From an optimization exercise on the open Yosys and OpenROAD flow, aimed at small area and few clock cycles; shortcuts taken in it are not production practice.
Only simulation tests tie the RTL to the original design; equivalence was not proved.
The clock port is modelled as an ideal driver; clocking choices that lean on that would not hold on a real chip.
Power figures rest on the tool's default switching activity, not on a simulated workload.

## run A
Design tlv_packet_attribute_parser, start of the top module:
module tlv_packet_attribute_parser #(
    parameter int OFFSET_BITS = tpap_pkg::OFFSET_BITS_DEF
) (
    input  wire                                i_clk,
    input  wire                                i_rst_n,
    input  wire                                i_s_tvalid,
    output logic                               o_s_tready,
    input  wire  [7:0]                         i_s_tdata,   
    input  wire                                i_s_tlast,   
    output logic                               o_m_tvalid,
    input  wire                                i_m_tready,
    output logic [tpap_pkg::RES_TDATA_W-1:0]   o_m_tdata,
    output logic [0:0]                         o_m_tuser,   
    input  wire                                i_cfg_we,
    input  wire  [tpap_pkg::CFG_IDX_W-1:0]     i_cfg_idx,
    input  wire  [7:0]                         i_cfg_wdata
);
    localparam logic [1:0] PH_ATYPE = 2'd0;
    localparam logic [1:0] PH_LENHI = 2'd1;
    localparam logic [1:0] PH_LENLO = 2'd2;
  ...
export LEC_CHECK = 0
export CAP_MARGIN = 20
export CORE_MARGIN = 2
export CORE_UTILIZATION = 65
export SLEW_MARGIN = 20
create_clock -name core_clock -period 5.0 [get_ports {i_clk}]
standard.sh (not shown) runs the stock make flow with config.mk's settings and CLKGATE_MAP_FILE= SYNTH_SCRIPT=/design/flow/synth_recipe.tcl, a recipe that flattens the netlist after the stock synthesis.
==> flow/flow/run.sh <==
#!/bin/bash
# Standard layout with three changes: plain buf_1 cells as the port buffers,
# a clock tree of clkbuf_4 cells without dummy loads, and, after CTS, gates
# off the critical paths are downsized (then slew and capacitance are
# repaired again). make's full output goes to make_finish.log here.
set -euo pipefail
export BUFFER_PORTS_ARGS="-buffer_cell sky130_fd_sc_hd__buf_1"
export CTS_ARGS="-sink_clustering_enable -repair_clock_nets -dont_use_dummy_load -buf_list sky130_fd_sc_hd__clkbuf_4 -sink_clustering_size 10 -sink_clustering_max_diameter 40"
export POST_CTS_TCL="$PWD/flow/post_cts.tcl"
bash standard.sh finish > make_finish.log 2>&1
==> flow/flow/post_cts.tcl <==
# Downsize gates that have timing slack, then repair slew and capacitance
# and legalize the placement again.
estimate_parasitics -placement
repair_timing -recover_power 100 -verbose
repair_design -slew_margin 20 -cap_margin 20 -verbose
detailed_placement
check_placement -verbose
estimate_parasitics -placement
report_worst_slack -max
report_worst_slack -min
Both conditions hold for run A: the flow ran to the end and the final layout passed the timing, DRC and antenna checks.
Testbench counts of run A, summed over its fixed seeds: cycles 204,696.
#### Input delta (run B over run A)
- CORE_UTILIZATION changed from 65 to 40
==> flow/flow/run.sh <==
#!/bin/bash
# Standard layout, with plain buf_1 cells as the port buffers and a clock
# tree of small buffers without dummy loads. make's full output goes to
# make_finish.log here.
set -euo pipefail
export BUFFER_PORTS_ARGS="-buffer_cell sky130_fd_sc_hd__buf_1"
export CTS_ARGS="-sink_clustering_enable -repair_clock_nets -dont_use_dummy_load -buf_list {sky130_fd_sc_hd__clkbuf_4 sky130_fd_sc_hd__clkbuf_8} -sink_clustering_size 12 -sink_clustering_max_diameter 60"
bash standard.sh finish > make_finish.log 2>&1
removed: flow/flow/post_cts.tcl
### Flow results
From run A to run B the numbers moved as follows: count of cell instances traversed by the critical path lower, biggest cell delay along the critical path went up, overall power of the completed layout higher, final clock skew -0.0059 ns, count of standard-cell rows went up. Data-path buffer share of cell area in the final layout, run B and run A: lower on run A. The post-route minimum period reported for run B is smaller than that of run A by 0.55 ns.
> inputs changed (run B -> run C)
==> flow/flow/run.sh <==
#!/bin/bash
# Standard layout, with plain buf_1 cells as the port buffers and a clock
# tree of small buffers without dummy loads. make's full output goes to
# make_finish.log here.
set -euo pipefail
export BUFFER_PORTS_ARGS="-buffer_cell sky130_fd_sc_hd__buf_1"
export CTS_ARGS="-sink_clustering_enable -repair_clock_nets -dont_use_dummy_load -buf_list sky130_fd_sc_hd__clkbuf_4 -sink_clustering_size 10 -sink_clustering_max_diameter 40"
bash standard.sh finish > make_finish.log 2>&1
## What came out
Comparing run B and run C, the lower global-route usage was measured on run B. Sort run B and run C by portion of the layout cell area used by clock cells desc -> top: run B. On run C: switching share of power is 0.85 points higher than what run B gave. When the final numbers for run B and run C were put side by side, the routed wire length per instance turned out to be smaller in run C. Core util | run C vs run B | run C lower. Number of buffers inserted by hold repair at cts: run C vs run B identical.
## Diff of input files: run D against run C
==> flow/flow/run.sh <==
#!/bin/bash
# Standard layout with three changes: plain buf_1 cells as the port buffers,
# a clock tree of clkbuf_4 cells without dummy loads, and, after CTS, gates
# off the critical paths are downsized (then slew and capacitance are
# repaired again). make's full output goes to make_finish.log here.
set -euo pipefail
export BUFFER_PORTS_ARGS="-buffer_cell sky130_fd_sc_hd__buf_1"
export CTS_ARGS="-sink_clustering_enable -repair_clock_nets -dont_use_dummy_load -buf_list sky130_fd_sc_hd__clkbuf_4 -sink_clustering_size 10 -sink_clustering_max_diameter 40"
export POST_CTS_TCL="$PWD/flow/post_cts.tcl"
bash standard.sh finish > make_finish.log 2>&1
==> flow/flow/post_cts.tcl (new file) <==
# Downsize gates that have timing slack, then repair slew and capacitance
# and legalize the placement again.
estimate_parasitics -placement
repair_timing -recover_power 100 -verbose
repair_design -slew_margin 20 -cap_margin 20 -verbose
detailed_placement
check_placement -verbose
estimate_parasitics -placement
report_worst_slack -max
report_worst_slack -min
Results
- Between run C and run D, the flow reports fmax decreasing slightly.
- Share of synthesized area occupied by flip-flops and latches came out exactly the same in run D and run C.
- Run D against run C: global-route usage flat; sum of routed wire length over all layers up 0.88%.

-- port drivers added, routing unchanged --
Ports are ideal in the flow. The routed layouts listed here were re-timed in OpenROAD.
Step 1 (the two cells are an assumption about what drives the block):
set clk [get_ports {i_clk}]
set_driving_cell -lib_cell sky130_fd_sc_hd__clkbuf_16 $clk
set_driving_cell -lib_cell sky130_fd_sc_hd__buf_2 [delete_from_list [all_inputs] $clk]
Step 2, shift: input delay + t, output delay - t, t = (earliest + latest rising clock arrival at the registers) / 2. This alone moves slack from input paths to output paths.
Three values: ideal, step 1, step 2; two values: the first two.
run	shift t [ns]	slack for setup (ns)	hold WS [ns]	worst setup path after step 2	worst data-port slew with drivers (ns)
run A	0.689	0.896 / 0.896 / 0.637	0.429 / 0.429 / 0.429	input to register	0.04
run B	0.565	1.445 / 1.445 / 1.378	0.409 / 0.409 / 0.409	input to register	0.06
run C	0.643	1.443 / 1.443 / 1.375	0.415 / 0.415 / 0.415	input to register	0.06
run D	0.651	1.428 / 1.428 / 1.196	0.414 / 0.414 / 0.414	input to register	0.06
After both steps every run listed still meets setup and hold. The setup slack of run A, which loses most, moves by 0.000 ns with the drivers and by -0.259 ns with both steps.
